This is an optimization exercise on Yosys and OpenROAD, whose aim is small area, a short achievable clock period and few clock cycles per item, not a production implementation.
RTL that was checked went through simulation tests only; none was proved equivalent to the original.
Only the layout flow was run in runs 1 and 2; the RTL was not checked for function there.

**design/flow/config.mk**
```make
export PLATFORM = sky130hd
export DESIGN_NAME = frame_sync_period_tracker
export DESIGN_NICKNAME = frame_sync_period_tracker
export VERILOG_FILES = /design/flow/design.v
export SDC_FILE = /design/flow/constraint.sdc
export NUM_CORES = 4
export LEC_CHECK = 0
export CAP_MARGIN = 20
export CORE_MARGIN = 2
export CORE_UTILIZATION = 40
export SLEW_MARGIN = 20
```
**design/flow/constraint.sdc**
```tcl
create_clock -name core_clock -period 8.0 [get_ports {clk}]
set_input_delay 1.6000 -clock core_clock [delete_from_list [all_inputs] [get_ports {clk}]]
set_output_delay 1.6000 -clock core_clock [all_outputs]
set_load 0.01 [all_outputs]
```
**design/flow/design.v**
```verilog
package fspt_pkg;
	localparam int unsigned TICK_W  = 32;
	localparam int unsigned FRAME_W = 16;
	localparam int unsigned LOSS_W  = 8;
	localparam int unsigned LIMIT_W = TICK_W + LOSS_W;
	localparam logic [LOSS_W-1:0] LOSS_FRAMES_RESET = LOSS_W'(3);
	localparam logic REQ_CAPTURE = 1'b0;
	localparam logic REQ_POLL    = 1'b1;
	typedef struct packed {
		logic              req_type;
		logic [TICK_W-1:0] tick_value;
	} fspt_in_t;
	typedef struct packed {
		logic [FRAME_W-1:0] frame_count;
		logic [TICK_W-1:0]  last_capture;
		logic [TICK_W-1:0]  period_estimate;
		logic               in_sync;
		logic               sync_dropped;
	} fspt_out_t;
endpackage
module frame_sync_period_tracker (
	input  logic                                  clk,
	input  logic                                  arst_n,
	input  logic                                  cfg_we,
	input  logic [fspt_pkg::LOSS_W-1:0]           cfg_wdata,
	input  logic                                  in_valid,
	output logic                                  in_ready,
	input  fspt_pkg::fspt_in_t                    in_item,
	output logic                                  out_valid,
	input  logic                                  out_ready,
	output fspt_pkg::fspt_out_t                   out_item
);
	localparam int unsigned TW = fspt_pkg::TICK_W;
	logic                            h_valid;
	logic                            h_poll;
	logic [TW-1:0]                   h_tick;
	logic                            k_valid;
	logic                            k_poll;
	logic [TW-1:0]                   k_tick;
	logic                            out_valid_q;
	logic                            dropped_q;
	logic [fspt_pkg::LOSS_W-1:0]     loss_q;
	logic [fspt_pkg::FRAME_W-1:0]    frame_q;
	logic [TW-1:0]                   prev_q;
	logic [TW-1:0]                   period_q;
	logic                            locked_q;
	logic                            base_q;
	logic [TW:0]                     acc_q;      
	logic [2:0]                      idx_q;      
	logic                            exact_q;
	logic                            accept;
	logic                            slot_free;
	logic                            wait_poll;
	logic                            advance;
	logic                            is_cap;
	logic                            is_poll;
	assign in_ready  = !k_valid;
	assign accept    = in_valid && !k_valid;
	assign slot_free = !out_valid_q || out_ready;
	assign is_cap    = h_valid && !h_poll && slot_free;
	assign is_poll   = h_valid && h_poll && slot_free && !wait_poll;
	assign advance   = is_cap || is_poll;
	assign out_valid = out_valid_q;
	assign out_item.frame_count     = frame_q;
	assign out_item.last_capture    = prev_q;
	assign out_item.period_estimate = period_q;
	assign out_item.in_sync         = locked_q;
	assign out_item.sync_dropped    = dropped_q;
	always_ff @(posedge clk or negedge arst_n) begin
		if (!arst_n) begin
			h_valid <= 1'b0;
			k_valid <= 1'b0;
		end else begin
			if (advance || !h_valid)
				h_valid <= k_valid || accept;
			if (advance)
				k_valid <= 1'b0;
			else if (h_valid && accept)
				k_valid <= 1'b1;
		end
	end
	always_ff @(posedge clk) begin
		if (advance || !h_valid) begin
			if (k_valid) begin
				h_poll <= k_poll;
				h_tick <= k_tick;
			end else begin
				h_poll <= in_item.req_type;
				h_tick <= in_item.tick_value;
			end
		end
		if (!k_valid) begin
			k_poll <= in_item.req_type;
			k_tick <= in_item.tick_value;
		end
	end
	logic [TW-1:0]                   interval;
	logic                            no_wrap;    
	assign {no_wrap, interval} = {1'b0, h_tick} + {1'b0, ~prev_q} + (TW+1)'(1);
	logic                            borrow;
	logic [TW-1:0]                   e_a, e_b, e_c, e_d;
	logic [TW-1:0]                   e_s1, e_c1, e_s2, e_c2;
	logic [TW-1:0]                   ema;
	assign borrow = h_tick[1:0] < prev_q[1:0];
	assign e_a  = period_q;
	assign e_b  = ~(period_q >> 2);
	assign e_c  = ~(prev_q >> 2);
	assign e_d  = h_tick >> 2;
	assign e_s1 = e_a ^ e_b ^ e_c;
	assign e_c1 = {((e_a & e_b) | (e_a & e_c) | (e_b & e_c)), 1'b0};
	assign e_s2 = e_s1 ^ e_c1 ^ e_d;
	assign e_c2 = {((e_s1 & e_c1) | (e_s1 & e_d) | (e_c1 & e_d)), !borrow};
	assign ema  = e_s2 + e_c2 + TW'(1) + {!no_wrap, 30'd0};
	logic [TW-1:0]                   th;
	logic [TW+1:0]                   w_s, w_c, w;
	logic                            ge;
	logic                            loss_zero;
	logic                            can_drop;
	logic                            drop_now;
	assign th     = acc_q[TW-1:0];
	assign w_s    = {2'b00, h_tick ^ ~prev_q ^ ~th};
	assign w_c    = {1'b0, ((h_tick & ~prev_q) | (h_tick & ~th) | (~prev_q & ~th)), 1'b0};
	assign w      = w_s + w_c + (TW+2)'(2);
	assign ge     = !acc_q[TW] && (no_wrap ? w[TW+1] : (w[TW+1] || w[TW]));
	assign loss_zero = loss_q == '0;
	assign can_drop  = locked_q && (period_q != '0);
	assign drop_now  = can_drop && (loss_zero || (ge && exact_q));
	assign wait_poll = h_poll && can_drop && !loss_zero && ge && !exact_q;
	logic [TW-1:0]                   period_d;
	assign period_d = (is_cap && base_q) ? (locked_q ? ema : interval) : period_q;
	logic [2:0]                      top;
	logic [2:0]                      top_new;
	logic [2:0]                      top_rs;
	logic                            restart;
	logic [TW-1:0]                   pm;
	logic [TW+1:0]                   u_s;
	logic                            ovf;
	always_comb begin
		top = 3'd0;
		for (int i = 1; i < 8; i++)
			if (loss_q[i]) top = 3'(i);
		top_new = 3'd0;
		for (int i = 1; i < 8; i++)
			if (cfg_wdata[i]) top_new = 3'(i);
	end
	assign restart = (is_cap && base_q) || cfg_we;
	assign top_rs  = cfg_we ? top_new : top;
	assign pm      = period_q & {TW{loss_q[idx_q]}};
	assign u_s     = {1'b0, acc_q[TW-1:0], 1'b0} + {2'b00, pm};
	assign ovf     = acc_q[TW] || u_s[TW+1] || u_s[TW];
	always_ff @(posedge clk or negedge arst_n) begin
		if (!arst_n) begin
			idx_q   <= 3'd0;
			exact_q <= 1'b0;
		end else if (restart) begin
			idx_q   <= top_rs - 3'd1;
			exact_q <= top_rs == 3'd0;
		end else if (!exact_q) begin
			idx_q   <= idx_q - 3'd1;
			exact_q <= idx_q == 3'd0;
		end
	end
	always_ff @(posedge clk) begin
		if (restart) begin
			acc_q <= {1'b0, period_d};
		end else if (!exact_q) begin
			acc_q <= {ovf, u_s[TW-1:0]};
		end
	end
	always_ff @(posedge clk or negedge arst_n) begin
		if (!arst_n) begin
			out_valid_q <= 1'b0;
		end else if (advance) begin
			out_valid_q <= 1'b1;
		end else if (out_ready) begin
			out_valid_q <= 1'b0;
		end
	end
	always_ff @(posedge clk) begin
		if (advance) begin
			dropped_q <= h_poll && drop_now;
		end
	end
	always_ff @(posedge clk or negedge arst_n) begin
		if (!arst_n) begin
			loss_q   <= fspt_pkg::LOSS_FRAMES_RESET;
			frame_q  <= '0;
			prev_q   <= '0;
			period_q <= '0;
			locked_q <= 1'b0;
			base_q   <= 1'b0;
		end else begin
			if (cfg_we) begin
				loss_q <= cfg_wdata;
			end
			period_q <= period_d;
			if (is_cap) begin
				frame_q  <= frame_q + fspt_pkg::FRAME_W'(1);
				prev_q   <= h_tick;
				locked_q <= locked_q || base_q;
				base_q   <= 1'b1;
			end else if (is_poll && drop_now) begin
				locked_q <= 1'b0;
				base_q   <= 1'b0;
			end
		end
	end
endmodule
```
**design/flow/run.sh**
```bash
#!/bin/bash
# synth_recipe.tcl (not shown) runs the flow's synth.tcl, then flattens the netlist and writes it again
# the make line also repeats each setting of config.mk as NAME=value (left out here)
make -C /OpenROAD-flow-scripts/flow DESIGN_CONFIG=/design/flow/config.mk WORK_HOME=/design/flow/orfs CLKGATE_MAP_FILE= SYNTH_SCRIPT=/design/flow/synth_recipe.tcl finish
```
==> flow_summary.ini, run 1 <==
[finish]
final_common_cell = inv_1
area_growth_pct = 14.52
post-route-util_pct = 46.47
drive_above_1_share_pct = 6.187
final_cell_mix = inv_1, ha_1, a21oi_1, nand2_1, clkdlybuf4s50_1
final_cell_count_no_fill = 2512
nets = 2287

[worst_setup_path]
critPathMaxFanout = 19
arrival_ns = 5.31
critPathRequiredTime_ns = 8.15
start_kind = flip-flop
path_class = reg2reg
cp-end-kind = flip-flop

[die]
start_util_pct = 40.58
ios = 130
fp.dieW_um = 210.5
die_area_um2 = 44310
core_um2 = 42040
num_rows = 75
die_h_um = 210.5

[routing]
vias = 13800
drtPass1Iterations = 5
ant_nets = 0
drc = 0
wirelength_mm = 51.22
via_per_inst = 5.494
routedWlPerCell_um = 20.39
first_iter_violations = 837

[yosys]
syn_inst = 1853
synth_nets = 2181
synth_flop_cell = dfrtp_1
yosysTopAreaCell = dfrtp_1
seq_area_frac_synth_pct = 29.85
synth-async-reset-ratio_pct = 49.24
syn-cell-area_um2 = 17060
synth_edf_count = 66
synth.distinct_cells = 81
synth_seq_cells = 197
yosys_warnings = 1
synth_top_cell_area_share_pct = 13.94
synth.area.top_cells = dfrtp_1, ha_1, edfxtp_1
synth_area_per_cell_um2 = 9.206

[global_route]
groute.usage.overall_pct = 23.97
grt_pass1_wl_mm = 80.18
grt_max_degree = 63
first_global_vias = 14050
grt.overflow.total = 0
antenna_found_initial = 1

[clock_tree]
cts_max_level = 4
cts_sinks = 197
clk_pin_slew_worst_paths_ns = 0.08
post_cts_resize_count = 0
cts_setup_buffers = 0
numCtsBuffers = 17
worstSkewPairLatency_ns = 0.50
cts_tree = done
cts_hold_buf = 0
clock_path_buffers = 2
clockRootBuffer = clkbuf_16

[sta]
fin_crit_sh_pct = 64.52
max_freq_mhz = 193.7
slew_violations = 0
setup_viol = 0
worstMarginPinSlew_ns = 1.062
period_needed_ns = 5.162
slew_headroom_pct = 29.03
hold_viol = 0
fin_worst_skew_ns = 0.02107
grt_setup_unrepaired = false
fin_ws_ns = 2.838
final.setup.tns_ns = 0

[flow_run]
maxCapViolCount = 0

[placed_design]
place_ws_ns = 2.794
hpwl_mm = 40.13
dp_cells = 2477
gp_congestion = 0.9631
port_buffers = 129

[status]
status = no timing/DRC/antenna violations

[min_path]
min_path_type = reg2reg
metal layers:
| metal | GRT usage (%) | share of wire, % | wire length (um) | vias to the layer above |
|---|---|---|---|---|
| li1 | - | - | - | 6632 |
| met2 | 39.82 | 47 | 24240 | 411 |
| met5 | 0 | 0 | 0 | - |
| met1 | 31.01 | 44 | 22610 | 6687 |
| met3 | 3.918 | 5.2 | 2685 | 72 |
| met4 | 10.25 | 3.3 | 1684 | 0 |
state kept, by name, indices dropped and copies added (netlist names):
signal	flops
acc_q	33
base_q	1
dropped_q	1
exact_q	1
frame_q	16
h_poll	1
h_tick	32
h_valid	1
idx_q	3
k_poll	1
k_tick	32
k_valid	1
locked_q	1
loss_q	8
out_valid_q	1
period_q	32
prev_q	32
worst max-delay path, stage by stage, from the launching register on:
cell       delay, ns
edfxtp_1        0.46
inv_1           0.08
fa_1            0.47
inv_1           0.04
ha_1            0.28
ha_1            0.31
a21o_1          0.16
a21o_1          0.16
a21oi_1         0.55
o2111ai_1       0.31
o21ai_0         0.29
nand2_1         0.12
nor2_1          0.15
o21ai_2         0.12
nand2_1         0.79
buf_4           0.46
Yosys cell counts, types with 17 or more instances:
master    count
o21ai_0     118
dfxtp_1      34
o21a_1       20
nand3_1      38
clkbuf_1     42
fa_1         94
nor3_1       27
a21oi_1     136
mux2_2       49
nand2_1     135
and3_1       18
xnor2_1      54
xor2_1       33
a211oi_1     26
a21o_1       41
inv_1       283
nor2_1      109
edfxtp_1     66
a31oi_1      17
o211ai_1     17
ha_1        188
dfrtp_1      95
worst paths after layout:
path	start	endpoint	slack (ns)	cells after the start
min in group asynchronous	arst_n	prev_q[10]	1.04	1
min reg2reg	k_tick[2]	k_tick[2]	0.47	1
min	k_tick[2]	k_tick[2]	0.47	1
max reg2reg	h_tick[26]	h_tick[17]	2.84	15
max in group asynchronous	arst_n	k_valid	5.76	3
max	h_tick[26]	h_tick[17]	2.84	15
layout make-up:
cell class              count  area, um^2
diodes                      1       2.502
clock buffers              18       429.2
clock inverters            14       152.6
fillers                  4058       22500
inverters                 283        1062
multi-input cells        1319       10720
flip-flops and latches    197        5094
well taps                 539       674.4
repair buffers            141        1406
cells by family (layout without fill, tap and decap cells):
| logic type | Yosys count | after routing | share of synthesized area [%] |
|---|---|---|---|
| xor gates and xnor gates | 87 | 87 | 4.467 |
| muxes | 66 | 66 | 4.379 |
| buffers and inverters | 337 | 456 | 7.474 |
| and+or+nand+nor | 413 | 413 | 11.29 |
| DFF | 197 | 197 | 29.85 |
| other | 0 | 1 | 0 |
| AOI/OAI and AO/OA | 471 | 471 | 17.72 |
| adders and majority gates | 282 | 282 | 24.82 |
through the flow:
stage	cell area, um^2	hold slack, ns
global placement	18900	0.4525
CTS	19490	0.4776
finish	19540	0.4734
floorplan	17060	0.4461
detailed placement	18900	0.4556
global route	19530	0.4890
==> run 2, diff against run 1 <==
--- a/design/flow/design.v
+++ b/design/flow/design.v
@@ -31,12 +31,11 @@
 	output fspt_pkg::fspt_out_t                   out_item
 );
 	localparam int unsigned TW = fspt_pkg::TICK_W;
-	logic                            h_valid;
-	logic                            h_poll;
-	logic [TW-1:0]                   h_tick;
-	logic                            k_valid;
-	logic                            k_poll;
-	logic [TW-1:0]                   k_tick;
+	logic [1:0]                      q_valid;
+	logic [1:0]                      q_poll;
+	logic [TW-1:0]                   q_tick [2];
+	logic                            q_wr;       
+	logic                            q_rd;       
 	logic                            out_valid_q;
 	logic                            dropped_q;
 	logic [fspt_pkg::LOSS_W-1:0]     loss_q;
@@ -49,13 +48,19 @@
 	logic [2:0]                      idx_q;      
 	logic                            exact_q;
 	logic                            accept;
+	logic                            h_valid;
+	logic                            h_poll;
+	logic [TW-1:0]                   h_tick;
 	logic                            slot_free;
 	logic                            wait_poll;
 	logic                            advance;
 	logic                            is_cap;
 	logic                            is_poll;
-	assign in_ready  = !k_valid;
-	assign accept    = in_valid && !k_valid;
+	assign in_ready  = !q_valid[q_wr];
+	assign accept    = in_valid && !q_valid[q_wr];
+	assign h_valid   = q_valid[q_rd];
+	assign h_poll    = q_poll[q_rd];
+	assign h_tick    = q_tick[q_rd];
 	assign slot_free = !out_valid_q || out_ready;
 	assign is_cap    = h_valid && !h_poll && slot_free;
 	assign is_poll   = h_valid && h_poll && slot_free && !wait_poll;
@@ -68,30 +73,26 @@
 	assign out_item.sync_dropped    = dropped_q;
 	always_ff @(posedge clk or negedge arst_n) begin
 		if (!arst_n) begin
-			h_valid <= 1'b0;
-			k_valid <= 1'b0;
+			q_valid <= 2'b00;
+			q_wr    <= 1'b0;
+			q_rd    <= 1'b0;
 		end else begin
-			if (advance || !h_valid)
-				h_valid <= k_valid || accept;
-			if (advance)
-				k_valid <= 1'b0;
-			else if (h_valid && accept)
-				k_valid <= 1'b1;
+			if (accept) begin
+				q_valid[q_wr] <= 1'b1;
+				q_wr          <= !q_wr;
+			end
+			if (advance) begin
+				q_valid[q_rd] <= 1'b0;
+				q_rd          <= !q_rd;
+			end
 		end
 	end
 	always_ff @(posedge clk) begin
-		if (advance || !h_valid) begin
-			if (k_valid) begin
-				h_poll <= k_poll;
-				h_tick <= k_tick;
-			end else begin
-				h_poll <= in_item.req_type;
-				h_tick <= in_item.tick_value;
-			end
-		end
-		if (!k_valid) begin
-			k_poll <= in_item.req_type;
-			k_tick <= in_item.tick_value;
+		for (int i = 0; i < 2; i++) begin
+			if (accept && q_wr == 1'(i)) begin
+				q_poll[i] <= in_item.req_type;
+				q_tick[i] <= in_item.tick_value;
+			end
 		end
 	end
 	logic [TW-1:0]                   interval;
@@ -104,8 +105,8 @@
 	assign borrow = h_tick[1:0] < prev_q[1:0];
 	assign e_a  = period_q;
 	assign e_b  = ~(period_q >> 2);
-	assign e_c  = ~(prev_q >> 2);
-	assign e_d  = h_tick >> 2;
+	assign e_c  = h_tick >> 2;
+	assign e_d  = ~(prev_q >> 2);
 	assign e_s1 = e_a ^ e_b ^ e_c;
 	assign e_c1 = {((e_a & e_b) | (e_a & e_c) | (e_b & e_c)), 1'b0};
 	assign e_s2 = e_s1 ^ e_c1 ^ e_d;
==> run 2 against run 1 <==
Net effect: hold slack better by 0.0054 ns; highest routed layer unchanged; die area rose by 1.3%; fmax is 11% lower; global-route usage is 0.13 points lower; utilization barely moved; flip-flop and latch count rose by 2.
==> flow_summary.ini, run 2 <==
[status]
status = no timing/DRC/antenna violations

[yosys]
synth_nets = 2128
synth.area.top_cells = edfxtp_1, dfrtp_1, ha_1
synth.distinct_cells = 93
yosys_warnings = 2
synth_flop_cell = edfxtp_1
syn-cell-area_um2 = 17290
netlist_top_cells_count = inv_1, ha_1, nor2_1
synth_seq_cells = 199
syn_inst = 1799
yosysTopAreaCell = edfxtp_1
synth_top_cell_area_share_pct = 17.19
synth_edf_count = 99
yosysMostFrequentCell = inv_1
synth_area_per_cell_um2 = 9.612
seq_area_frac_synth_pct = 31.65
synth-async-reset-ratio_pct = 49.75

[sta]
final.setup.tns_ns = 0
period_needed_ns = 5.772
hold_viol = 0
fin_crit_sh_pct = 72.16
fin_worst_skew_ns = 0.02405
fin_ws_ns = 2.228
max_freq_mhz = 173.2
slew_violations = 0
grt_setup_unrepaired = false
setup_viol = 0
slew_headroom_pct = 35.78
worstMarginPinSlew_ns = 0.9365

[global_route]
groute.usage.overall_pct = 23.84
grt.overflow.total = 0
antenna_found_initial = 0
first_global_vias = 13590
grt_pass1_wl_mm = 80.04
grt_max_degree = 72

[finish]
area_growth_pct = 15.13
final_common_cell = inv_1
largest_reg_flops = 64
final_cell_mix = inv_1, ha_1, nor2_1, a21oi_1, clkdlybuf4s50_1
largest_register = q_tick
top_regs = q_tick x64, acc_q x33
final_cell_count_no_fill = 2510
drive_above_1_share_pct = 5.506
nets = 2241
antenna_cells = 0

[clock_tree]
cts_hold_buf = 0
cts_tree = done
worstSkewPairLatency_ns = 0.49
cts_setup_buffers = 0
cts_sinks = 199
clock_path_buffers = 2
clockRootBuffer = clkbuf_16
numCtsBuffers = 17
post_cts_resize_count = 0
clk_pin_slew_worst_paths_ns = 0.09
cts_max_level = 4

[die]
die_h_um = 211.9
die_area_um2 = 44910
fp.dieW_um = 211.9
core_um2 = 42890
num_rows = 76
start_util_pct = 40.32
ios = 130

[routing]
routedWlPerCell_um = 20.72
via_per_inst = 5.530
drc = 0
wl_met2_mm = 22.59
wirelength_mm = 52.01
vias = 13880
drtPass1Iterations = 5
highest_layer = met4
first_iter_violations = 1458
wl_met1_mm = 24.58
dr_wl_met3_mm = 3.825
ant_nets = 0

[placed_design]
port_buffers = 129
gp_congestion = 0.9356
place_ws_ns = 2.247
hpwl_mm = 41.30
dp_cells = 2477

[worst_setup_path]
path_class = reg2reg
worstPathCellList = mux2i_1 > fa_1 > inv_1 > fa_1 > ha_1 > ha_1 > inv_1 > fa_1 > nand2b_1 > a21oi_1 > o21ai_1 > a311oi_1 > o2111ai_1 > a21o_1 > o211a_1 > nor3_1 > a22oi_1
slowest_delay_ns = 0.77
slowest_stage = dfrtp_2
path_common_cell = fa_1
critPathRequiredTime_ns = 8.23
arrival_ns = 6.00
start_kind = flip-flop
critPathMaxFanout = 22
cp-end-kind = flip-flop

[min_path]
min_path_type = reg2reg

[flow_run]
maxCapViolCount = 0
==> run 2: cell types whose count changed after synthesis, sizes merged, moves of 11 or more <==
cell and delta:
o21ai -44, mux2i +34, edfxtp +33, mux2 -30, nand4 +11, inv -27, nand2 -43, a21o +11
nor2 +49, clkbuf -14, dfxtp -33
==> run 2: path summary, 6_finish.rpt <==
path                                   from     endpoint  slack [ns]  depth (start not counted)
worst max-delay path                   q_rd    acc_q[29]        2.23                         17
worst min-delay path            frame_q[15]  frame_q[15]        0.48                          1
worst max register to register         q_rd    acc_q[29]        2.23                         17
worst min register to register  frame_q[15]  frame_q[15]        0.48                          1
max in group asynchronous            arst_n         q_rd        5.80                          2
min in group asynchronous            arst_n  period_q[1]        1.08                          1
==> run 2: routing by layer <==
metal / track usage, % / vias up
met5: 0 / -
met4: 6.411 / 0
met3: 4.287 / 56
met2: 35.66 / 521
met1: 35.29 / 6774
li1: - / 6529
==> run 2: cell families (layout without fill, tap and decap cells) <==
family / count (synthesis) / count (layout) / synth area share (%)
AND/OR/NAND/NOR: 426 / 426 / 11.48
flip-flops: 199 / 199 / 31.65
buffers and inverters: 305 / 431 / 6.743
AO/OA/AOI/OAI: 435 / 435 / 17.13
multiplexers: 70 / 70 / 4.334
XOR/XNOR: 80 / 80 / 4.052
adder cells (fa/ha/maj): 284 / 284 / 24.62
==> run 2: cell type report <==
type	count	area, um^2
fill	4083	22980
multi-input combinational	1295	10680
sequential	199	5475
timing repair buffer	143	1413
inverter	256	960.9
tap	585	732.0
clock buffer	17	425.4
clock inverter	15	220.2
==> run 2: critical path: cells and delay by family, from the launching register on <==
family	cells	cell delay [ns]
flops	1	0.77
mux	1	0.61
simple gates	2	0.48
compound gates	7	1.70
buf+inv	2	0.15
fa+ha+maj	5	1.78
==> run 2: per-stage QoR <==
stage | hold slack, ns | instance area (um^2) | util, %
2_1_floorplan | 0.4870 | 17290 | -
6_report | 0.4788 | 19910 | 46.42
3_5_place_dp | 0.4636 | 19230 | 44.84
4_1_cts | 0.4805 | 19880 | 46.35
3_3_place_gp | 0.4652 | 19230 | 44.84
5_1_grt | 0.5224 | 19910 | 46.42
==> run 3, diff against run 2 <==
--- a/design/flow/design.v
+++ b/design/flow/design.v
@@ -31,11 +31,12 @@
 	output fspt_pkg::fspt_out_t                   out_item
 );
 	localparam int unsigned TW = fspt_pkg::TICK_W;
-	logic [1:0]                      q_valid;
-	logic [1:0]                      q_poll;
-	logic [TW-1:0]                   q_tick [2];
-	logic                            q_wr;       
-	logic                            q_rd;       
+	logic                            h_valid;
+	logic                            h_poll;
+	logic [TW-1:0]                   h_tick;
+	logic                            k_valid;
+	logic                            k_poll;
+	logic [TW-1:0]                   k_tick;
 	logic                            out_valid_q;
 	logic                            dropped_q;
 	logic [fspt_pkg::LOSS_W-1:0]     loss_q;
@@ -48,19 +49,13 @@
 	logic [2:0]                      idx_q;      
 	logic                            exact_q;
 	logic                            accept;
-	logic                            h_valid;
-	logic                            h_poll;
-	logic [TW-1:0]                   h_tick;
 	logic                            slot_free;
 	logic                            wait_poll;
 	logic                            advance;
 	logic                            is_cap;
 	logic                            is_poll;
-	assign in_ready  = !q_valid[q_wr];
-	assign accept    = in_valid && !q_valid[q_wr];
-	assign h_valid   = q_valid[q_rd];
-	assign h_poll    = q_poll[q_rd];
-	assign h_tick    = q_tick[q_rd];
+	assign in_ready  = !k_valid;
+	assign accept    = in_valid && !k_valid;
 	assign slot_free = !out_valid_q || out_ready;
 	assign is_cap    = h_valid && !h_poll && slot_free;
 	assign is_poll   = h_valid && h_poll && slot_free && !wait_poll;
@@ -73,31 +68,35 @@
 	assign out_item.sync_dropped    = dropped_q;
 	always_ff @(posedge clk or negedge arst_n) begin
 		if (!arst_n) begin
-			q_valid <= 2'b00;
-			q_wr    <= 1'b0;
-			q_rd    <= 1'b0;
+			h_valid <= 1'b0;
+			k_valid <= 1'b0;
 		end else begin
-			if (accept) begin
-				q_valid[q_wr] <= 1'b1;
-				q_wr          <= !q_wr;
-			end
-			if (advance) begin
-				q_valid[q_rd] <= 1'b0;
-				q_rd          <= !q_rd;
-			end
+			if (advance || !h_valid)
+				h_valid <= k_valid || accept;
+			if (advance)
+				k_valid <= 1'b0;
+			else if (h_valid && accept)
+				k_valid <= 1'b1;
 		end
 	end
 	always_ff @(posedge clk) begin
-		for (int i = 0; i < 2; i++) begin
-			if (accept && q_wr == 1'(i)) begin
-				q_poll[i] <= in_item.req_type;
-				q_tick[i] <= in_item.tick_value;
-			end
+		if (advance || !h_valid) begin
+			if (k_valid) begin
+				h_poll <= k_poll;
+				h_tick <= k_tick;
+			end else begin
+				h_poll <= in_item.req_type;
+				h_tick <= in_item.tick_value;
+			end
+		end
+		if (!k_valid) begin
+			k_poll <= in_item.req_type;
+			k_tick <= in_item.tick_value;
 		end
 	end
 	logic [TW-1:0]                   interval;
 	logic                            no_wrap;    
-	assign {no_wrap, interval} = {1'b0, h_tick} + {1'b0, ~prev_q} + (TW+1)'(1);
+	fspt_add #(.W(TW)) u_interval (.a(h_tick), .b(~prev_q), .cin(1'b1), .sum(interval), .cout(no_wrap));
 	logic                            borrow;
 	logic [TW-1:0]                   e_a, e_b, e_c, e_d;
 	logic [TW-1:0]                   e_s1, e_c1, e_s2, e_c2;
@@ -105,13 +104,14 @@
 	assign borrow = h_tick[1:0] < prev_q[1:0];
 	assign e_a  = period_q;
 	assign e_b  = ~(period_q >> 2);
-	assign e_c  = h_tick >> 2;
-	assign e_d  = ~(prev_q >> 2);
+	assign e_c  = ~(prev_q >> 2);
+	assign e_d  = {1'b0, !no_wrap, h_tick[TW-1:2]};   
 	assign e_s1 = e_a ^ e_b ^ e_c;
 	assign e_c1 = {((e_a & e_b) | (e_a & e_c) | (e_b & e_c)), 1'b0};
 	assign e_s2 = e_s1 ^ e_c1 ^ e_d;
 	assign e_c2 = {((e_s1 & e_c1) | (e_s1 & e_d) | (e_c1 & e_d)), !borrow};
-	assign ema  = e_s2 + e_c2 + TW'(1) + {!no_wrap, 30'd0};
+	logic                            ema_co;
+	fspt_add #(.W(TW)) u_ema (.a(e_s2), .b(e_c2), .cin(1'b1), .sum(ema), .cout(ema_co));
 	logic [TW-1:0]                   th;
 	logic [TW+1:0]                   w_s, w_c, w;
 	logic                            ge;
@@ -121,7 +121,10 @@
 	assign th     = acc_q[TW-1:0];
 	assign w_s    = {2'b00, h_tick ^ ~prev_q ^ ~th};
 	assign w_c    = {1'b0, ((h_tick & ~prev_q) | (h_tick & ~th) | (~prev_q & ~th)), 1'b0};
-	assign w      = w_s + w_c + (TW+2)'(2);
+	logic [TW-2:0]                   w_lo;
+	logic                            w_co;
+	fspt_add #(.W(TW-1)) u_w (.a(w_s[TW-1:1]), .b(w_c[TW-1:1]), .cin(1'b1), .sum(w_lo), .cout(w_co));
+	assign w      = {w_c[TW] & w_co, w_c[TW] ^ w_co, w_lo, w_s[0]};
 	assign ge     = !acc_q[TW] && (no_wrap ? w[TW+1] : (w[TW+1] || w[TW]));
 	assign loss_zero = loss_q == '0;
 	assign can_drop  = locked_q && (period_q != '0);
@@ -147,7 +150,10 @@
 	assign restart = (is_cap && base_q) || cfg_we;
 	assign top_rs  = cfg_we ? top_new : top;
 	assign pm      = period_q & {TW{loss_q[idx_q]}};
-	assign u_s     = {1'b0, acc_q[TW-1:0], 1'b0} + {2'b00, pm};
+	logic [TW:0]                     u_lo;
+	logic                            u_co;
+	fspt_add #(.W(TW+1)) u_horner (.a({acc_q[TW-1:0], 1'b0}), .b({1'b0, pm}), .cin(1'b0), .sum(u_lo), .cout(u_co));
+	assign u_s     = {u_co, u_lo};
 	assign ovf     = acc_q[TW] || u_s[TW+1] || u_s[TW];
 	always_ff @(posedge clk or negedge arst_n) begin
 		if (!arst_n) begin
@@ -207,3 +213,31 @@
 		end
 	end
 endmodule
+module fspt_add #(
+	parameter int unsigned W = 32
+) (
+	input  logic [W-1:0] a,
+	input  logic [W-1:0] b,
+	input  logic         cin,
+	output logic [W-1:0] sum,
+	output logic         cout
+);
+	logic [W-1:0] p0, g0, g, p;
+	assign p0 = a ^ b;
+	assign g0 = a & b;
+	always_comb begin
+		g = g0;
+		p = p0;
+		g[0] = g0[0] | (p0[0] & cin);
+		for (int l = 0; (1 << l) < W; l++) begin
+			for (int j = 0; j < W; j++) begin
+				if (((j >> l) & 1) != 0) begin
+					g[j] = g[j] | (p[j] & g[((j >> l) << l) - 1]);
+					p[j] = p[j] & p[((j >> l) << l) - 1];
+				end
+			end
+		end
+	end
+	assign sum  = p0 ^ {g[W-2:0], cin};
+	assign cout = g[W-1];
+endmodule
==> run 3 against run 2 <==
Net effect: still clean on timing, DRC and antenna; sequential share of layout area grew 2.8 points; via count shrank 23%; cell count shrank 20%; critical path depth shrank 1; non-clock buffer count shrank 3; fmax grew 9.1%; area after synthesis shrank 17%; worst setup slack gained 0.48 ns; synthesized cell count shrank 22%; register-to-register slack gained 0.48 ns; final area shrank 16%; first-iteration DRC count shrank 58%; critical path type unchanged; largest cell class unchanged.
==> flow_summary.ini, run 3 <==
[sta]
grt_setup_unrepaired = false
slew_headroom_pct = 42.76
hold_viol = 0
fin_crit_sh_pct = 66.16
fin_worst_skew_ns = 0.01960
final.setup.tns_ns = 0
slew_violations = 0
setup_viol = 0
timing.hold.ws_ns = 0.4733
worstMarginPinSlew_ns = 0.8566
max_freq_mhz = 188.9
period_needed_ns = 5.293

[yosys]
synth_nets = 1690
syn_inst = 1412
synth_flop_cell = dfrtp_1
synth_top_cell_area_share_pct = 16.51
synth.distinct_cells = 58
synth_edf_count = 66
synth-async-reset-ratio_pct = 49.24
seq_area_frac_synth_pct = 35.37
syn-cell-area_um2 = 14400
yosysMostFrequentCell = inv_1
synth.area.top_cells = dfrtp_1, fa_1, edfxtp_1
yosys_warnings = 4
netlist_top_cells_count = inv_1, ha_1, nand2_1
synth_area_per_cell_um2 = 10.20
yosysTopAreaCell = dfrtp_1
synth_seq_cells = 197

[die]
ios = 130
num_rows = 69
die_area_um2 = 37520
die_h_um = 193.7
start_util_pct = 40.57
core_um2 = 35480
fp.dieW_um = 193.7

[global_route]
antenna_found_initial = 0
groute.usage.overall_pct = 21.09
grt.overflow.total = 0
grt_pass1_wl_mm = 61.64
grt_max_degree = 71
first_global_vias = 11080

[clock_tree]
cts_max_level = 4
numCtsBuffers = 17
post_cts_resize_count = 0
worstSkewPairLatency_ns = 0.47
cts_tree = done
clockRootBuffer = clkbuf_16
cts_hold_buf = 0
cts_sinks = 197
clk_pin_slew_worst_paths_ns = 0.09
clock_path_buffers = 2
cts_setup_buffers = 0

[routing]
wirelength_mm = 38.02
ant_nets = 0
vias = 10690
routedWlPerCell_um = 18.94
drc = 0
drtPass1Iterations = 5
first_iter_violations = 617
via_per_inst = 5.326

[finish]
final_common_cell = inv_1
largest_register = acc_q
drive_above_1_share_pct = 7.115
area_growth_pct = 16.75
nets = 1811
final_cell_mix = inv_1, clkdlybuf4s50_1, ha_1, nand2_1, fa_1
stdcell_area_um2 = 16810
antenna_cells = 0
largest_reg_flops = 33

[worst_setup_path]
reg2reg_slack_ns = 2.71
path_class = reg2reg
arrival_ns = 5.48
cp-end-kind = flip-flop
start_kind = flip-flop
r2r-start = period_q[3]
reg2reg_depth = 16
critPathMaxFanout = 5
critPathRequiredTime_ns = 8.18
reg2reg_to = acc_q[31]

[status]
status = no timing/DRC/antenna violations

[placed_design]
gp_congestion = 0.9057
port_buffers = 129
hpwl_mm = 29.30
place_area_um2 = 16220

[flow_run]
maxCapViolCount = 0

[min_path]
min_path_type = reg2reg
min_from = k_tick[31]
hold_end = k_tick[31]
hold_depth = 1
-- run 3: cell count changes in the layout (fill, tap and decap cells not counted), moves of 41 or more --
cell	previous run	this run
a21oi_1	133	91
ha_1	189	127
inv_1	256	154
mux2i_1	48	7
nor2_1	156	99
o21ai_0	54	99
-- run 3: kinds of logic (layout without fill, tap and decap cells) --
group | after synthesis | count (layout) | synth area share [%]
flops | 197 | 197 | 35.37
xor+xnor | 84 | 84 | 5.110
buf+inv | 193 | 327 | 5.084
fa+ha+maj | 233 | 233 | 25.72
mux | 60 | 60 | 4.780
compound gates | 337 | 337 | 14.45
simple gates | 308 | 308 | 9.482
-- run 3: metrics by stage --
stage	utilization [%]	worst slack [ns]	std cells
floorplan	-	2.615	1412
global placement	45.71	2.818	1975
detailed placement	45.71	2.745	1975
CTS	47.37	2.714	2007
global route	47.37	2.342	2007
finish	47.37	2.707	2007
-- run 3: critical path, cell delays in order (launching register included) --
cell	delay [ns]
dfrtp_1	0.46
inv_1	0.11
fa_1	0.52
inv_1	0.06
fa_1	0.53
inv_1	0.05
fa_1	0.47
a211oi_1	0.34
o211ai_1	0.25
a21oi_1	0.41
o21bai_1	0.19
a31oi_1	0.60
o21ai_0	0.24
a21oi_1	0.22
xor2_1	0.19
mux2i_1	0.25
o32ai_1	0.12
-- run 3: layout make-up --
cell class / instances / area (um^2)
Clock inverter: 14 / 158.9
Clock buffer: 18 / 429.2
Multi-Input combinational cell: 1022 / 8594
Timing Repair Buffer: 140 / 1371
Inverter: 155 / 581.8
Tap cell: 461 / 576.8
Sequential cell: 197 / 5095
Fill cell: 3349 / 18680
-- run 3: routing by layer --
metal	up-vias	share of wire (%)	global-route usage (%)	routed length [um]
li1	5146	-	-	-
met1	5245	44	28.24	16910
met2	250	49	35.37	18520
met3	49	4.4	3.201	1665
met4	0	2.4	6.390	923
met5	-	0	0	0
-- run 3: how the worst max path moves through the flow --
stage,depth (start not counted),startpoint,endpoint,slack (ns)
global placement,16,period_q[3],acc_q[31],2.82
detailed placement,16,period_q[3],acc_q[31],2.74
finish,16,period_q[3],acc_q[31],2.71
floorplan,13,prev_q[2],h_poll,2.62
global route,16,period_q[3],acc_q[31],2.34
CTS,16,period_q[3],acc_q[31],2.71
Testbench counts of run 3, summed over its fixed seeds: cycles 24,139, items 24,000.
==> run 4, diff against run 3 <==
--- a/design/flow/config.mk
+++ b/design/flow/config.mk
@@ -8,4 +8,5 @@
 export CAP_MARGIN = 20
 export CORE_MARGIN = 2
 export CORE_UTILIZATION = 40
+export SETUP_SLACK_MARGIN = 3.0
 export SLEW_MARGIN = 20
==> run 4 against run 3 <==
Net effect: clock-buffer cell count is the same; utilization grew 0.36 points; highest routed layer unchanged; fmax grew 8.7%; critical path type unchanged.
==> flow_summary.ini, run 4 <==
[finish]
final_common_cell = inv_1
largest_reg_flops = 33
antenna_cells = 0
drive_above_1_share_pct = 7.995
post-route-util_pct = 47.73
area_growth_pct = 17.64
final_cell_mix = inv_1, clkdlybuf4s50_1, ha_1, nand2_1, fa_1
final_cell_count_no_fill = 2012
nets = 1816
largest_register = acc_q

[clock_tree]
clockRootBuffer = clkbuf_16
cts_sinks = 197
cts_tree = done
numCtsBuffers = 17
cts_max_level = 4
cts_hold_buf = 0
worstSkewPairLatency_ns = 0.47
clock_path_buffers = 2
clk_pin_slew_worst_paths_ns = 0.09

[worst_setup_path]
critPathRequiredTime_ns = 8.18
worstPathCellList = inv_1 > ha_1 > fa_2 > nor2b_1 > o2111ai_2 > nand3_2 > a2111o_1 > a31o_4 > a221o_1 > a21o_1 > inv_1 > fa_1 > ha_1 > o21a_1 > a21oi_1 > xor2_1 > mux2i_1 > o32ai_1
arrival_ns = 5.05
slowest_stage = a2111o_1
slowest_delay_ns = 0.50
path_class = reg2reg
critPathMaxFanout = 5
cp-end-kind = flip-flop
start_kind = flip-flop
reg2reg_slack_ns = 3.13

[routing]
drc = 0
wirelength_mm = 39.18
first_iter_violations = 585
vias = 10810
via_per_inst = 5.373
drtPass1Iterations = 5
routedWlPerCell_um = 19.47
ant_nets = 0

[die]
num_rows = 69
core_um2 = 35480
die_h_um = 193.7
start_util_pct = 40.57
fp.dieW_um = 193.7
ios = 130
die_area_um2 = 37520

[sta]
grt_setup_unrepaired = true
slew_violations = 0
final.setup.tns_ns = 0
hold_viol = 0
fin_worst_skew_ns = 0.01575
max_freq_mhz = 205.3
period_needed_ns = 4.870
slew_headroom_pct = 36.65
fin_crit_sh_pct = 60.88
worstMarginPinSlew_ns = 0.9503
setup_viol = 0

[yosys]
synth_top_cell_area_share_pct = 16.51
synth_compound_area_share_pct = 14.45
synth_area_per_cell_um2 = 10.20
yosysTopAreaCell = dfrtp_1
yosysMostFrequentCell = inv_1
netlist_top_cells_count = inv_1, ha_1, nand2_1
yosys.area_share.adder_pct = 25.72
synth_nets = 1690
synth.area.top_cells = dfrtp_1, fa_1, edfxtp_1
synth_flop_cell = dfrtp_1
synth_top_family_by_area = adder cells
syn_inst = 1412
synth_seq_cells = 197
synth_xor_area_share_pct = 5.110
synthMuxAreaShare_pct = 4.780
synth_simple_gate_area_share_pct = 9.482
seq_area_frac_synth_pct = 35.37
synth-async-reset-ratio_pct = 49.24
synth_edf_count = 66
synth.distinct_cells = 58
syn-cell-area_um2 = 14400
yosys_warnings = 4

[placed_design]
dp_cells = 1975
port_buffers = 129
gp_congestion = 0.8483
hpwl_mm = 29.65

[status]
status = no timing/DRC/antenna violations

[flow_run]
maxCapViolCount = 0

[min_path]
min_path_type = reg2reg

[global_route]
grt.overflow.total = 0
groute.usage.overall_pct = 21.58
antenna_found_initial = 0
grt_max_degree = 72
grt_pass1_wl_mm = 62.82
first_global_vias = 11470
## run 4: kinds of logic (layout without fill, tap and decap cells)
group / Yosys count / after routing
DFF: 197 / 197
and+or+nand+nor: 308 / 308
muxes: 60 / 60
AOI/OAI and AO/OA: 337 / 337
xor gates and xnor gates: 84 / 84
adders and majority gates: 233 / 233
buffers and inverters: 193 / 332
## run 4: worst paths after layout
| path | startpoint | endpoint | depth (start not counted) |
|---|---|---|---|
| setup / recovery | h_tick[0] | acc_q[31] | 18 |
| hold / removal | k_tick[17] | k_tick[17] | 1 |
| setup reg to reg | h_tick[0] | acc_q[31] | 18 |
| hold reg to reg | k_tick[17] | k_tick[17] | 1 |
| max in group asynchronous | arst_n | k_valid | 2 |
| min in group asynchronous | arst_n | prev_q[27] | 1 |
## run 4: layout make-up
type | instances | area, um^2
clock buffers | 18 | 450.4
clock inverters | 14 | 158.9
fillers | 3334 | 18550
inverters | 155 | 581.8
multi-input cells | 1022 | 8652
flip-flops and latches | 197 | 5095
well taps | 461 | 576.8
repair buffers | 145 | 1421
## run 4: layer usage
metal / up-vias / global-route usage [%] / share of wire, %
li1: 5152 / - / -
met1: 5348 / 28.27 / 45
met2: 253 / 36.06 / 49
met3: 58 / 4.105 / 4.1
met4: 0 / 7.012 / 2.6
met5: - / 0 / 0
## run 4: what timing repair did
item / 4_1_cts / 5_1_grt
buffers inserted: 1 / 4
endpoints found under the setup margin: 8 / 10
gates resized for setup: 4 / 10
pin swaps: 1 / 7
## run 4: through the flow
stage               hold WS [ns]  area, um^2  worst slack (ns)
floorplan                 0.4461       14400             3.509
CTS                       0.4774       16860             2.971
finish                    0.4758       16940             3.130
global placement          0.4561       16220             2.780
global route              0.4939       16940             2.980
detailed placement        0.4580       16220             2.724
## run 4: worst max-delay path, delay by kind of cell (launching register included)
kind            cells  cell delay, ns
mux                 1            0.28
xor+xnor            1            0.19
buf+inv             2            0.17
simple gates        2            0.24
fa+ha+maj           4            1.13
flops               1            0.44
compound gates      8            2.10
==> run 5, diff against run 4 <==
--- a/design/flow/config.mk
+++ b/design/flow/config.mk
@@ -5,8 +5,9 @@
 export SDC_FILE = /design/flow/constraint.sdc
 export NUM_CORES = 4
 export LEC_CHECK = 0
+export ABC_AREA = 1
 export CAP_MARGIN = 20
 export CORE_MARGIN = 2
 export CORE_UTILIZATION = 40
-export SETUP_SLACK_MARGIN = 3.0
+export SETUP_SLACK_MARGIN = 3.5
 export SLEW_MARGIN = 20
==> run 5 against run 4 <==
Net effect: hold slack got worse by 0.028 ns; final area is 6.4% higher; register-to-register slack improved by 0.61 ns; fmax grew 14%; synthesized cell count grew 30%; global-route usage down 1.1 points; non-clock buffer count up 4; sequential share of layout area shrank 1.8 points; first-iteration DRC count is 39% higher; die area is 7.2% higher.
==> flow_summary.ini, run 5 <==
[yosys]
seq_area_frac_synth_pct = 32.95
yosys_warnings = 4
synth.area.top_cells = dfrtp_1, fa_1, edfxtp_1
syn_inst = 1835
synth_edf_count = 66
synth_top_cell_area_share_pct = 15.38
synth_area_per_cell_um2 = 8.422
syn-cell-area_um2 = 15450
yosysTopAreaCell = dfrtp_1
synth.distinct_cells = 60
synth_flop_cell = dfrtp_1
netlist_top_cells_count = nand2_1, inv_1, nand3_1
synth_seq_cells = 197
synth_nets = 2113
yosysMostFrequentCell = nand2_1
synth-async-reset-ratio_pct = 49.24

[finish]
final_common_cell = nand2_1
drive_above_1_share_pct = 7.034
largest_reg_flops = 33
final_cell_count_no_fill = 2487
largest_register = acc_q
nets = 2241
fillers = 3707
final_cell_mix = nand2_1, inv_1, nand3_1, clkdlybuf4s50_1, ha_1
stdcell_area_um2 = 18020
area_growth_pct = 16.61
antenna_cells = 0
post-route-util_pct = 47.62

[clock_tree]
clk_pin_slew_worst_paths_ns = 0.07
cts_sinks = 197
clock_path_buffers = 2
cts_tree = done
clockRootBuffer = clkbuf_16
cts_max_level = 4
numCtsBuffers = 17
worstSkewPairLatency_ns = 0.46

[die]
die_area_um2 = 40220
core_um2 = 37840
fp.dieW_um = 200.6
die_h_um = 200.6
num_rows = 71
ios = 130
start_util_pct = 40.84

[worst_setup_path]
cp-end-kind = flip-flop
arrival_ns = 4.46
slowest_delay_ns = 0.52
critPathMaxFanout = 15
crit_family = adder cells
slowest_stage = fa_1
start_kind = flip-flop
path_buf_inv = 4
worstPathCellList = inv_2 > fa_1 > inv_1 > fa_1 > inv_1 > fa_1 > inv_1 > nor2_2 > a211oi_2 > o21ai_2 > nand2_2 > nand2_4 > nand2_4 > nand2_8 > fa_2 > xnor2_1 > a21oi_1 > o21ai_0 > o21ai_1 > nand2_1 > o21ai_1
path_class = reg2reg
critPathRequiredTime_ns = 8.20

[flow_run]
maxCapViolCount = 0

[sta]
grt_setup_unrepaired = true
hold_viol = 0
max_freq_mhz = 234.5
fin_crit_sh_pct = 53.30
final.setup.tns_ns = 0
timing.hold.ws_ns = 0.4475
fin_worst_skew_ns = 0.02101
worstMarginPinSlew_ns = 1.026
slew_violations = 0
period_needed_ns = 4.264
slew_headroom_pct = 31.55
setup_viol = 0

[routing]
via_per_inst = 5.018
drtPass1Iterations = 5
wirelength_mm = 40.65
dr_wl_met3_mm = 1.804
wl_met1_mm = 19.19
first_iter_violations = 811
drc = 0
wl_met2_mm = 19.12
highest_layer = met4
ant_nets = 0
vias = 12480
routedWlPerCell_um = 16.34

[placed_design]
hpwl_mm = 30.65
place_area_um2 = 17230
gp_congestion = 0.8435
port_buffers = 129
dp_cells = 2441

[min_path]
min_path_type = reg2reg

[global_route]
grt.overflow.total = 0
antenna_found_initial = 0
grt_max_degree = 71
groute.usage.overall_pct = 20.45
grt_pass1_wl_mm = 65.63
first_global_vias = 12650

[status]
status = no timing/DRC/antenna violations
-- run 5: cell count changes in the layout (fill, tap and decap cells not counted), sizes merged, moves of 11 or more --
cell    delta
a211oi    -11
a21o      -21
a21oi     +12
and2      +13
inv      +109
mux2      -50
nand2    +338
nand3    +137
nand3b    +12
nor2      +23
o211ai    -15
xnor2     -34
-- run 5: tightest hold or removal path, delay by kind of cell (launching register included) --
| kind | cells | cell delay, ns |
|---|---|---|
| AND/OR/NAND/NOR | 2 | 0.11 |
| flip-flops | 1 | 0.31 |
-- run 5: worst paths after layout --
check / startpoint / endpoint / slack, ns / cells past startpoint
worst max-delay path: period_q[3] / acc_q[17] / 3.74 / 21
worst min-delay path: k_tick[10] / k_tick[10] / 0.45 / 2
worst max register to register: period_q[3] / acc_q[17] / 3.74 / 21
max in group asynchronous: arst_n / period_q[3] / 5.81 / 2
worst min register to register: k_tick[10] / k_tick[10] / 0.45 / 2
min in group asynchronous: arst_n / prev_q[19] / 1.06 / 1
-- run 5: layer usage --
layer  global-route usage [%]  up-vias
li1                         -     6214
met1                    28.05     5999
met2                    34.29      240
met3                    2.776       28
met4                    4.947        0
met5                        0        -
-- run 5: final cells by class --
type	count	area, um^2	area share, %
multi-input combinational	1330	9216	51.15
sequential	197	5094	28.27
clock buffer	18	439.2	2.437
inverter	268	1011	5.610
timing repair buffer	149	1474	8.179
clock inverter	14	146.4	0.8124
tap	511	639.4	3.548
-- run 5: timing repair --
action                     in CTS  in global routing
buffers inserted                1                 10
gates resized for setup         5                 13
gates cloned                    1                  1
pin swaps                       1                  4
hold buffers                    0                  0
setup endpoints to repair      70                 41
-- run 5: cells by family after synthesis --
| kind of cell | synth area share [%] |
|---|---|
| AND/OR/NAND/NOR | 23.32 |
| buffers and inverters | 7.902 |
| AO/OA/AOI/OAI | 9.546 |
| adder cells (fa/ha/maj) | 23.88 |
| flip-flops | 32.95 |
| XOR/XNOR | 2.267 |
| multiplexers | 0.1295 |
-- run 5: through the flow --
stage | setup slack [ns]
after floorplan | 3.983
after global placement | 1.376
after detailed placement | 1.292
after CTS | 3.512
after global routing | 3.335
final | 3.736
==> run 6, diff against run 5 <==
--- a/design/flow/config.mk
+++ b/design/flow/config.mk
@@ -5,7 +5,6 @@
 export SDC_FILE = /design/flow/constraint.sdc
 export NUM_CORES = 4
 export LEC_CHECK = 0
-export ABC_AREA = 1
 export CAP_MARGIN = 20
 export CORE_MARGIN = 2
 export CORE_UTILIZATION = 40
==> run 6 against run 5 <==
Net effect: still clean on timing, DRC and antenna; critical path depth down 4; register-to-register slack worse by 0.28 ns; flip-flop and latch count unchanged; die area down 6.7%; area after synthesis down 6.8%; cell count down 18%; sequential share of layout area up 1.1 points; fmax down 6.2%; clock-buffer cell count unchanged; first-iteration DRC count down 28%.
==> flow_summary.ini, run 6 <==
[global_route]
grt.overflow.total = 0
groute.usage.overall_pct = 21.79
grt_pass1_wl_mm = 63.41
grt_max_degree = 72
antenna_found_initial = 1
first_global_vias = 11590

[yosys]
synth_flop_cell = dfrtp_1
seq_area_frac_synth_pct = 35.37
yosysTopAreaCell = dfrtp_1
synth.distinct_cells = 58
synth_area_per_cell_um2 = 10.20
synth-async-reset-ratio_pct = 49.24
synth_edf_count = 66
yosys_warnings = 4
synth.area.top_cells = dfrtp_1, fa_1, edfxtp_1
synth_seq_cells = 197
syn_inst = 1412
synth_nets = 1690
syn-cell-area_um2 = 14400
yosysMostFrequentCell = inv_1
synth_top_cell_area_share_pct = 16.51
netlist_top_cells_count = inv_1, ha_1, nand2_1

[routing]
wirelength_mm = 39.83
via_per_inst = 5.406
vias = 11040
ant_nets = 0
drtPass1Iterations = 5
drc = 0
wl_met1_mm = 17.44
dr_wl_met3_mm = 1.908
routedWlPerCell_um = 19.49
highest_layer = met5
wl_met2_mm = 19.33
first_iter_violations = 585

[worst_setup_path]
critPathMaxFanout = 4
path_class = reg2reg
arrival_ns = 4.73
cp-end-kind = flip-flop
start_kind = flip-flop
critPathRequiredTime_ns = 8.18

[finish]
final_cell_mix = inv_1, clkdlybuf4s50_1, ha_1, nand2_1, fa_1
nets = 1847
antenna_cells = 0
final_common_cell = inv_1
drive_above_1_share_pct = 11.88
largest_reg_flops = 33
final_cell_count_no_fill = 2043
fillers = 3303
stdcell_area_um2 = 17370
post-route-util_pct = 48.96
largest_register = acc_q
area_growth_pct = 20.68

[sta]
slew_violations = 0
fin_crit_sh_pct = 56.84
worstMarginPinSlew_ns = 0.9363
max_freq_mhz = 219.9
grt_setup_unrepaired = true
slew_headroom_pct = 37.58
fin_worst_skew_ns = 0.01707
period_needed_ns = 4.547
setup_viol = 0
final.setup.tns_ns = 0
hold_viol = 0
fin_ws_ns = 3.453

[status]
status = no timing/DRC/antenna violations

[clock_tree]
clock_path_buffers = 2
numCtsBuffers = 17
cts_tree = done
clockRootBuffer = clkbuf_16
clk_pin_slew_worst_paths_ns = 0.08
cts_sinks = 197
cts_hold_buf = 0
cts_max_level = 4
worstSkewPairLatency_ns = 0.47

[placed_design]
gp_congestion = 0.8483
place_area_um2 = 16220
place_ws_ns = 2.724
dp_cells = 1975
port_buffers = 129
hpwl_mm = 29.65

[die]
fp.dieW_um = 193.7
num_rows = 69
die_h_um = 193.7
start_util_pct = 40.57
core_um2 = 35480
ios = 130
die_area_um2 = 37520

[min_path]
min_path_type = reg2reg

[flow_run]
maxCapViolCount = 0
[run 6: changes by cell type after synthesis, sizes merged, moves of 11 or more]
cell    change
mux2       +50
inv       -111
xnor2      +34
a21o       +21
a21oi      -12
a211oi     +11
nand3b     -12
nand2     -338
o211ai     +15
nor2       -22
nand3     -136
and2       -13
buf        -11
[run 6: final timing paths]
kind                       startpoint     endpoint  slack [ns]  cells past startpoint
max in group asynchronous      arst_n  period_q[7]        5.50                      2
min in group asynchronous      arst_n   prev_q[27]        1.11                      1
hold / removal             k_tick[17]   k_tick[17]        0.48                      1
setup reg to reg            prev_q[4]    acc_q[31]        3.45                     17
hold reg to reg            k_tick[17]   k_tick[17]        0.48                      1
setup / recovery            prev_q[4]    acc_q[31]        3.45                     17
[run 6: through the flow]
stage / hold slack, ns
3_5_place_dp: 0.4580
4_1_cts: 0.4774
2_1_floorplan: 0.4461
3_3_place_gp: 0.4561
5_1_grt: 0.4939
6_report: 0.4764
[run 6: worst max-delay path, cell delays in order, from the launching register on]
cell and delay, ns:
dfrtp_1 0.42, inv_2 0.14, ha_4 0.23, a21o_1 0.21, a21oi_4 0.20, nand3_2 0.14, a2111o_1 0.50, a31o_4 0.29
a221o_1 0.34, a21o_1 0.20, inv_2 0.06, fa_1 0.39, ha_1 0.30, o21a_1 0.13, a21oi_2 0.14, xor2_1 0.19
mux2i_1 0.28, o32ai_1 0.11
[run 6: kinds of logic (layout without fill, tap and decap cells)]
logic type               Yosys count  after routing  share of synthesized area [%]
AND/OR/NAND/NOR                  308            308                          9.482
buffers and inverters            193            363                          5.084
flip-flops                       197            197                          35.37
adder cells (fa/ha/maj)          233            233                          25.72
XOR/XNOR                          84             84                          5.110
AO/OA/AOI/OAI                    337            337                          14.45
multiplexers                      60             60                          4.780
[run 6: cell type report]
type	count	area [um^2]	area share, %
clock buffer	18	450.4	2.593
clock inverter	14	158.9	0.9147
inverter	155	581.8	3.349
multi-input combinational	1022	8815	50.74
sequential	197	5107	29.40
tap	461	576.8	3.320
timing repair buffer	176	1683	9.687
[run 6: metal layers]
metal	track usage (%)	vias to the layer above
met4	6.899	2
li1	-	5218
met3	4.140	64
met1	28.45	5481
met2	36.63	279
met5	0	-
[run 6: repair_timing]
item                       CTS  global route
pin swaps                   15            18
cloned                       1             0
setup endpoints to repair   55            46
hold endpoints to repair     0             0
buffers inserted            15            20
gates resized for setup     31            33
==> run 7, diff against run 6 <==
--- a/design/flow/config.mk
+++ b/design/flow/config.mk
@@ -7,6 +7,6 @@
 export LEC_CHECK = 0
 export CAP_MARGIN = 20
 export CORE_MARGIN = 2
-export CORE_UTILIZATION = 40
+export CORE_UTILIZATION = 60
 export SETUP_SLACK_MARGIN = 3.5
 export SLEW_MARGIN = 20
==> run 7 against run 6 <==
Net effect: register-to-register slack worse by 0.04 ns; synthesized cell count unchanged; wire length down 6.9%; largest cell class unchanged; critical path depth up 1; global-route usage up 8.4 points; sequential share of layout area up 0.42 points; clock-buffer cell count up 2.
==> flow_summary.ini, run 7 <==
[status]
status = no timing/DRC/antenna violations

[global_route]
grt_max_degree = 72
grtUsageMet3_pct = 4.310
groute.usage.overall_pct = 30.22
grt_pass1_wl_mm = 60.21
met1_usage_pct = 39.86
grt_util_met2_pct = 52.22
top_usage_layer = met2
grt.overflow.total = 0
antenna_found_initial = 0
first_global_vias = 11320

[clock_tree]
clk_pin_slew_worst_paths_ns = 0.07
cts_max_level = 4
clock_path_buffers = 2
worstSkewPairLatency_ns = 0.44
cts_sinks = 197
numCtsBuffers = 17
cts_tree = done
clockRootBuffer = clkbuf_16

[die]
ios = 130
core_um2 = 23540
num_rows = 56
die_area_um2 = 25250
die_h_um = 158.9
fp.dieW_um = 158.9
start_util_pct = 61.15

[worst_setup_path]
start_kind = flip-flop
cp-end-kind = flip-flop
critPathMaxFanout = 2
path_class = reg2reg
critPathRequiredTime_ns = 8.16
arrival_ns = 4.74

[placed_design]
dp_cells = 1832
place_area_um2 = 16030
gp_congestion = 0.8927
port_buffers = 129
hpwl_mm = 27.61

[yosys]
synth_top_cell_area_share_pct = 16.51
synth.distinct_cells = 58
yosysMostFrequentCell = inv_1
syn-cell-area_um2 = 14400
synth_edf_count = 66
synth_flop_cell = dfrtp_1
synth_area_per_cell_um2 = 10.20
synth_seq_cells = 197
yosysTopAreaCell = dfrtp_1
synth-async-reset-ratio_pct = 49.24
yosys_warnings = 4
synth_nets = 1690
seq_area_frac_synth_pct = 35.37
syn_inst = 1412
synth.area.top_cells = dfrtp_1, fa_1, edfxtp_1
netlist_top_cells_count = inv_1, ha_1, nand2_1

[routing]
wirelength_mm = 37.06
vias = 11150
routedWlPerCell_um = 19.51
ant_nets = 0
drc = 0
first_iter_violations = 754
via_per_inst = 5.871
drtPass1Iterations = 5

[sta]
slew_violations = 0
grt_setup_unrepaired = true
setup_viol = 0
final.setup.tns_ns = 0
worstMarginPinSlew_ns = 0.9657
fin_crit_sh_pct = 57.29
max_freq_mhz = 218.2
hold_viol = 0
slew_headroom_pct = 35.62
period_needed_ns = 4.583
fin_worst_skew_ns = 0.01365

[finish]
largest_reg_flops = 33
final_cell_count_no_fill = 1900
largest_register = acc_q
drive_above_1_share_pct = 11.45
final_common_cell = inv_1
nets = 1846
area_growth_pct = 18.83
post-route-util_pct = 72.67
antenna_cells = 0
final_cell_mix = inv_1, clkdlybuf4s50_1, ha_1, nand2_1, fa_1
stdcell_area_um2 = 17110

[min_path]
min_path_type = reg2reg

[flow_run]
maxCapViolCount = 0
run 7: cell counts after synthesis:
No cell type changed its count.
run 7: timing repair:
action / 4_1_cts / 5_1_grt
pin swaps: 13 / 20
hold buffers: 0 / 0
endpoints found under the setup margin: 43 / 71
gates resized for setup: 21 / 38
endpoints found under the hold margin: 0 / 0
setup buffers: 18 / 18
run 7: kinds of logic (layout without fill, tap and decap cells):
kind of cell               count (synthesis)  in the layout  share of synthesized area, %
muxes                                     60             60                         4.780
adders and majority gates                233            233                         25.72
AOI/OAI and AO/OA                        337            337                         14.45
and+or+nand+nor                          308            308                         9.482
xor gates and xnor gates                  84             84                         5.110
buffers and inverters                    193            362                         5.084
DFF                                      197            197                         35.37
run 7: cell type report:
| class | instances | area [um^2] |
|---|---|---|
| Clock buffer | 20 | 436.7 |
| Clock inverter | 12 | 131.4 |
| Tap cell | 319 | 399.1 |
| Timing Repair Buffer | 175 | 1642 |
| Sequential cell | 197 | 5101 |
| Inverter | 155 | 581.8 |
| Fill cell | 1803 | 6435 |
| Multi-Input combinational cell | 1022 | 8816 |
run 7: critical path, cell delays in order (launching register included):
cell,delay [ns]
edfxtp_1,0.41
inv_2,0.09
ha_4,0.13
fa_2,0.22
nor2b_2,0.06
o2111ai_4,0.24
nand3_2,0.13
a2111o_1,0.48
a31o_4,0.29
a221o_1,0.33
a21o_1,0.21
inv_2,0.06
fa_1,0.42
ha_1,0.32
o21a_1,0.13
a21oi_2,0.15
xor2_1,0.19
mux2i_1,0.31
o32ai_2,0.11
run 7: metal layers:
| metal | wire (um) | vias to the layer above |
|---|---|---|
| met3 | 1912 | 73 |
| li1 | - | 5206 |
| met4 | 1019 | 0 |
| met2 | 18400 | 356 |
| met5 | 0 | - |
| met1 | 15730 | 5519 |
run 7: stage by stage:
| step | hold WS (ns) | setup slack (ns) |
|---|---|---|
| global route | 0.4891 | 3.260 |
| floorplan | 0.4461 | 3.509 |
| global placement | 0.4512 | 2.854 |
| CTS | 0.4774 | 3.433 |
| detailed placement | 0.4601 | 2.690 |
| finish | 0.4741 | 3.417 |
run 7: final timing paths:
kind | from | slack (ns) | endpoint | cells past startpoint
min | k_poll | 0.47 | k_poll | 1
max | h_tick[0] | 3.42 | acc_q[31] | 18
max in group asynchronous | arst_n | 5.56 | period_q[1] | 2
min reg2reg | k_poll | 0.47 | k_poll | 1
min in group asynchronous | arst_n | 1.24 | prev_q[10] | 1
max reg2reg | h_tick[0] | 3.42 | acc_q[31] | 18

[re-timing with driven ports]
The flow's constraints put no driver on any port. The routed layouts listed below were extracted and timed again, unchanged, in two steps.
Step 1 sets driving cells, clkbuf_16 on the clock port and buf_2 on the other inputs (assumed; they add their load-dependent delay and slew).
Step 2, shift: input delay + t, output delay - t, t = (earliest + latest rising clock arrival at the registers) / 2. This alone moves slack from input paths to output paths.
Slacks: no drivers / after step 1 / after step 2; pairs: no drivers / after step 1.
run	t (ns)	slack for setup (ns)	worst register clock-pin slew, ns	worst slew at a driven data input, ns
run 1	0.542	2.838 / 2.838 / 2.809	0.09 / 0.09	0.05
run 2	0.532	2.228 / 2.228 / 2.228	0.10 / 0.10	0.06
run 3	0.506	2.707 / 2.707 / 2.707	0.09 / 0.09	0.04
run 4	0.512	3.130 / 3.130 / 3.130	0.09 / 0.09	0.04
run 5	0.499	3.736 / 3.736 / 3.300	0.08 / 0.08	0.04
run 6	0.518	3.453 / 3.453 / 3.191	0.09 / 0.09	0.04
run 7	0.487	3.417 / 3.417 / 3.256	0.08 / 0.08	0.04
After both steps setup and hold are still met in every run listed. For run 5, which loses most, drivers alone change the setup slack by 0.000 ns; drivers and shift together by -0.436 ns.
